Source: an optimization exercise on an open RTL-to-GDS flow (aim: small area, a short achievable clock period and few clock cycles per item). Production flows keep margins and buffers that such runs may drop. Where RTL was checked, it was by simulation tests only, not by an equivalence proof against the original. Power figures rest on the tool's default switching activity, not on a simulated workload.

==> trial 65: inputs <==
// css_length_to_fixed_px
module css_length_to_fixed_px #(
  parameter int FRAC_DIGITS = 4
) (
  input  logic        clk,
  input  logic        rst,
  input  logic        push,
  output logic        full,
  input  logic [7:0]  char_code,
  input  logic        is_end,
  output logic        empty,
  input  logic        pop,
  output logic [31:0] px_value,
  output logic        invalid,
  input  logic        em_to_px_we,
  input  logic [15:0] em_to_px
);
export LEC_CHECK = 0
export ABC_CLOCK_PERIOD_IN_PS = 3000
export CAP_MARGIN = 20
export CORE_MARGIN = 2
export CORE_UTILIZATION = 40
export SLEW_MARGIN = 20
create_clock -name core_clock -period 10.0 [get_ports {clk}]
standard.sh (not shown) runs the stock make flow with config.mk's settings and CLKGATE_MAP_FILE= SYNTH_SCRIPT=/design/flow/synth_recipe.tcl, a recipe that flattens the netlist after the stock synthesis.
==> flow/flow/run.sh <==
#!/bin/bash
set -euo pipefail
bash standard.sh SETUP_SLACK_MARGIN=7 finish > standard_flow.log 2>&1
==> trial 66: changes against trial 65 <==
--- a/flow/design.v
+++ b/flow/design.v
@@ -24,10 +24,11 @@
   input  logic              i_dot,
   input  logic              i_spc,
   input  logic              i_e,
   input  logic              i_m,
   input  logic [3:0]        i_d,
+  input  logic [3:0]        i_sel,      
   input  logic [15:0]       em_scale,
   output cltfp_pkg::job_t   job,        
   output logic [31:0]       iem_out,    
   output logic              iem_ovf_out
 );
@@ -56,12 +57,11 @@
     endcase
   endfunction
   logic [27:0] ipx_x10;
   logic [13:0] fweight;
   logic [35:0] iem_x10;
-  logic [18:0] pp_a, pp_b;
-  logic [17:0] em_scale3;    
+  logic [18:0] pp_a, pp_b, pp_c;
   logic [19:0] ds_next;
   logic        in_num, int_dig, frac_dig, mant_dig;
   logic [1:0]  unit_stepped;
   logic [3:0]  kd;
   always_comb begin
@@ -107,18 +107,14 @@
       6'd55: fweight = 14'd7;
       6'd56: fweight = 14'd8;
       6'd57: fweight = 14'd9;
       default: fweight = 14'd0;
     endcase
-    pp_a     = i_d[3] ? {em_scale, 3'b0} : (i_d[2] ? {1'b0, em_scale, 2'b0} : 19'd0);
-    case (i_d[1:0])
-      2'd0:    pp_b = 19'd0;
-      2'd1:    pp_b = {3'b0, em_scale};
-      2'd2:    pp_b = {2'b0, em_scale, 1'b0};
-      default: pp_b = {1'b0, em_scale3};
-    endcase
-    ds_next  = 20'(pp_a) + 20'(pp_b);
+    pp_a     = ({19{i_sel[3]}} & {em_scale, 3'b0}) | ({19{i_sel[2]}} & {1'b0, em_scale, 2'b0});
+    pp_b     = {19{i_sel[1]}} & {2'b0, em_scale, 1'b0};
+    pp_c     = {19{i_sel[0]}} & {3'b0, em_scale};
+    ds_next  = 20'(pp_a) + 20'(pp_b) + 20'(pp_c);
     iem_x10  = {1'b0, iem, 3'b0} + {3'b0, iem, 1'b0} + 36'(ds);
     kd       = kdig(nsig);
     case (unit_match)
       UNIT_NONE: unit_stepped = i_e ? UNIT_E : UNIT_OTHER;
       UNIT_E:    unit_stepped = i_m ? UNIT_EM : UNIT_OTHER;
@@ -175,11 +171,10 @@
       end_d <= step && i_end;
     end
   end
   always_ff @(posedge clk) begin
     ds        <= ds_next;
-    em_scale3 <= {2'b0, em_scale} + {1'b0, em_scale, 1'b0};
   end
   always_ff @(posedge clk) begin
     if (rst || end_d) begin
       iem     <= '0;
       iem_ovf <= 1'b0;
@@ -209,30 +204,30 @@
   input  logic [31:0]      iem,
   input  logic             iem_ovf,
   input  logic             pop,
   output cltfp_pkg::job_t  rdata,
   output logic             valid,      
-  output logic             ready       
+  output logic             ready,      
+  output logic             pend        
 );
-  logic pend;    
   assign ready = valid && !pend;
   always_ff @(posedge clk) begin
     if (rst) begin
       valid <= 1'b0;
       pend  <= 1'b0;
     end else if (push) begin
       valid <= 1'b1;
-      pend  <= 1'b1;
+      pend  <= wdata.em && !wdata.inv;
     end else begin
       pend <= 1'b0;
       if (pop) valid <= 1'b0;
     end
   end
   always_ff @(posedge clk) begin
     if (push) begin
       rdata <= wdata;
-    end else if (pend && rdata.em && !rdata.inv) begin
+    end else if (pend) begin
       rdata.intp <= iem;
       rdata.ovf  <= iem_ovf;
     end
   end
 endmodule
@@ -256,35 +251,43 @@
   logic             stepping;    
   logic             adding;      
   logic             em;
   logic [13:0]      frac;
   logic [3:0]       bit_idx;
-  logic [13:0]      fb;          
+  logic             sbit;        
   logic [13:0]      rem;
-  logic [15:0]      quo;         
   logic [1:0]       qd_last;     
   logic [15:0]      t0, t1, t2;
   logic [1:0]       qd;
   logic [13:0]      rem_next;
-  logic [15:0]      quo_now;
+  logic [3:0]       qpos;        
+  logic [16:0]      csum1, csum2;
+  logic [16:0]      ccar1, ccar2;
+  logic [15:0]      x2r;
+  logic [15:0]      xfb;
   logic [32:0]      sum;
   logic [3:0]       bit_next;
   logic             sbit_next;
   assign free = !busy;
   logic [3:0] lstart;
   logic       lsteps;
   assign lstart = ljob.em ? em_msb : 4'd8;
   assign lsteps = (ljob.frac != 14'd0) && !ljob.sat && !ljob.ovf && (lstart != 4'd0);
   always_comb begin
-    t0 = {1'b0, rem, 1'b0} + {2'b0, fb};
-    t1 = {1'b0, rem, 1'b0} + {2'b0, fb} - 16'd10000;
-    t2 = {1'b0, rem, 1'b0} + {2'b0, fb} - 16'd20000;
+    x2r   = {1'b0, rem, 1'b0};
+    xfb   = sbit ? {2'b0, frac} : 16'd0;
+    t0    = x2r + xfb;
+    csum1 = 17'(x2r ^ xfb ^ 16'(-16'sd10000));
+    ccar1 = {((x2r & xfb) | (x2r & 16'(-16'sd10000)) | (xfb & 16'(-16'sd10000))), 1'b0};
+    t1    = csum1[15:0] + ccar1[15:0];
+    csum2 = 17'(x2r ^ xfb ^ 16'(-16'sd20000));
+    ccar2 = {((x2r & xfb) | (x2r & 16'(-16'sd20000)) | (xfb & 16'(-16'sd20000))), 1'b0};
+    t2    = csum2[15:0] + ccar2[15:0];
     if (!t2[15])      begin qd = 2'd2; rem_next = t2[13:0]; end
     else if (!t1[15]) begin qd = 2'd1; rem_next = t1[13:0]; end
     else              begin qd = 2'd0; rem_next = t0[13:0]; end
-    quo_now   = quo + {14'b0, qd_last};
-    sum       = {1'b0, px_value} + {17'b0, quo} + {31'b0, qd_last};
+    sum       = {1'b0, px_value} + (33'(qd_last) << qpos);
     bit_next  = bit_idx - 4'd1;
     sbit_next = em ? em_scale[bit_next] : (bit_next == 4'd8);
   end
   always_ff @(posedge clk) begin
     if (rst || rst_now) begin
@@ -313,22 +316,23 @@
   always_ff @(posedge clk) begin
     if (load) begin
       em       <= ljob.em;
       frac     <= ljob.frac;
       bit_idx  <= lstart - 4'd1;
-      fb       <= (ljob.em && em_nb) ? ljob.frac : 14'd0;
+      sbit     <= ljob.em && em_nb;
+      qpos     <= lstart;
       rem      <= ljob.frac;
-      quo      <= '0;
       qd_last  <= '0;
       px_value <= (ljob.sat || ljob.ovf) ? 32'hFFFF_FFFF : ljob.intp;
       invalid  <= ljob.inv;
     end else if (stepping) begin
       bit_idx  <= bit_next;
-      fb       <= sbit_next ? frac : 14'd0;
+      qpos     <= bit_idx;
+      sbit     <= sbit_next;
       rem      <= rem_next;
-      quo      <= {quo_now[14:0], 1'b0};
       qd_last  <= qd;
+      px_value <= sum[32] ? 32'hFFFF_FFFF : sum[31:0];
     end else if (adding) begin
       px_value <= sum[32] ? 32'hFFFF_FFFF : sum[31:0];
     end
   end
 endmodule
@@ -351,22 +355,24 @@
 );
   logic [15:0] em_scale;
   logic [3:0]  em_msb;
   logic       i_v, i_end, i_dig, i_dot, i_spc, i_e, i_m;
   logic [3:0] i_d;
+  logic [3:0] i_sel;
   logic       step;
   cltfp_pkg::job_t fjob, wjob;
   logic [31:0]     iem;
   logic            iem_ovf;
-  logic            w_v, w_ready, w_push;
+  logic            w_v, w_ready, w_pend, w_push;
   logic            e_free, e_load, e_busy;
   logic            res_valid;
   logic irst;
   always_ff @(posedge clk) begin
     irst <= rst;
   end
-  assign full   = irst || (i_v && i_end && w_v && (e_busy || !w_ready));
+  logic i_ve;    
+  assign full   = irst || (i_ve && w_v && (e_busy || w_pend));
   assign step   = i_v && !full;
   assign empty  = !res_valid;
   always_ff @(posedge clk) begin
     if (rst) begin
       em_scale <= 16'h1000;
@@ -385,26 +391,32 @@
     em_msb <= msb_c;
     em_nb  <= (msb_c != 4'd0) && em_scale[msb_c - 4'd1];
   end
   always_ff @(posedge clk) begin
     if (irst) begin
-      i_v <= 1'b0;
+      i_v  <= 1'b0;
+      i_ve <= 1'b0;
     end else if (!full) begin
-      i_v <= push;
+      i_v  <= push;
+      i_ve <= push && is_end;
     end
   end
   always_ff @(posedge clk) begin
     if (!full) begin
       i_end <= is_end;
-      i_dig <= (char_code >= CHR_ZERO) && (char_code <= CHR_NINE);
-      i_dot <= (char_code == CHR_DOT);
-      i_spc <= (char_code == CHR_SPACE);
-      i_e   <= (char_code == CHR_E);
-      i_m   <= (char_code == CHR_M);
-      i_d   <= char_code[3:0];
     end
   end
+  always_ff @(posedge clk) begin
+    i_dig <= (char_code >= CHR_ZERO) && (char_code <= CHR_NINE);
+    i_dot <= (char_code == CHR_DOT);
+    i_spc <= (char_code == CHR_SPACE);
+    i_e   <= (char_code == CHR_E);
+    i_m   <= (char_code == CHR_M);
+    i_d   <= char_code[3:0];
+    i_sel <= {char_code[3], char_code[2] && !char_code[3], char_code[1], char_code[0]}
+             & {4{char_code[7:4] == 4'h3}};
+  end
   cltfp_front u_front (
     .clk         (clk),
     .rst         (irst),
     .step        (step),
     .i_end       (i_end),
@@ -412,10 +424,11 @@
     .i_dot       (i_dot),
     .i_spc       (i_spc),
     .i_e         (i_e),
     .i_m         (i_m),
     .i_d         (i_d),
+    .i_sel       (i_sel),
     .em_scale    (em_scale),
     .job         (fjob),
     .iem_out     (iem),
     .iem_ovf_out (iem_ovf)
   );
@@ -429,11 +442,12 @@
     .iem     (iem),
     .iem_ovf (iem_ovf),
     .pop     (e_load),
     .rdata   (wjob),
     .valid   (w_v),
-    .ready   (w_ready)
+    .ready   (w_ready),
+    .pend    (w_pend)
   );
   cltfp_scaler u_scaler (
     .clk       (clk),
     .rst       (irst),
     .rst_now   (rst),
==> flow/flow/run.sh (replaced) <==
#!/bin/bash
set -euo pipefail
bash standard.sh SETUP_SLACK_MARGIN=6.5 finish > standard_flow.log 2>&1
==> comparison table <==
item                                                                trial 65                  trial 66
Result of the run                                    complete, no violations   complete, no violations
Placed Instance Area                                               22300 um2                 21500 um2
Number of filler cells placed in the layout                             4529                      4693
Power density over cell area                                      128 nW/um2                113 nW/um2
Non-Filler Cell Area, Final                                        26600 um2                 23900 um2
Layout cells sized above 1                                             26.0%                     14.0%
Data buffer area share                                                 10.0%                     5.30%
Final Routed Wirelength                                              57.4 mm                   53.1 mm
Pre-CTS WS                                                           5.69 ns                   5.75 ns
Crit-path slowest cell                             sky130_fd_sc_hd__edfxtp_1  sky130_fd_sc_hd__dfxtp_4
Die Ht                                                                231 um                    229 um
WL met2                                                              25.9 mm                   23.8 mm
Multiplexer share of the synthesized area                              3.71%                     3.22%
Worst slew slack as a fraction of its limit                            23.4%                     27.4%
Largest net degree at the start of global routing                         66                        58
Seq Cell Count                                                           317                       281
EDFF count, synth                                                        140                       122
Final Power                                                        0.00341 W                 0.00271 W
Sequential group power                                             0.00146 W                 0.00124 W
Non-Clock Inverter Count                                                 114                       118
Testbench counts of trial 66, summed over its fixed seeds: cycles 32,111, items 3,200.
For trial 65, only the layout was checked, not whether the RTL still works.

## re-timing with driven ports
Ports are ideal in the flow. The routed layouts listed here were re-timed in OpenROAD.
Step 1, drivers: a clkbuf_16 drives clk and a buf_2 each remaining input, both assumed.
Step 2 times the ports against the registers' clock, not the clock port: input delays grow and output delays shrink by t, the midpoint of the rising clock arrivals with the driver on.
a / b / c = ideal ports / drivers / drivers and shift; a / b = the first two.
| run | shift t [ns] | setup slack, ns | hold slack, ns | latest minus earliest clock arrival (ns) | pins driven straight from the clock port |
|---|---|---|---|---|---|
| trial 65 | 0.600 | 6.241 / 6.241 / 6.241 | 0.449 / 0.449 / 0.449 | 0.018 / 0.018 | 1 |
| trial 66 | 0.590 | 6.550 / 6.499 / 6.468 | 0.422 / 0.422 / 0.422 | 0.022 / 0.022 | 1 |
After both steps setup and hold are still met in every run listed. The setup slack of trial 66, which loses most, moves by -0.051 ns with the drivers and by -0.082 ns with both steps.
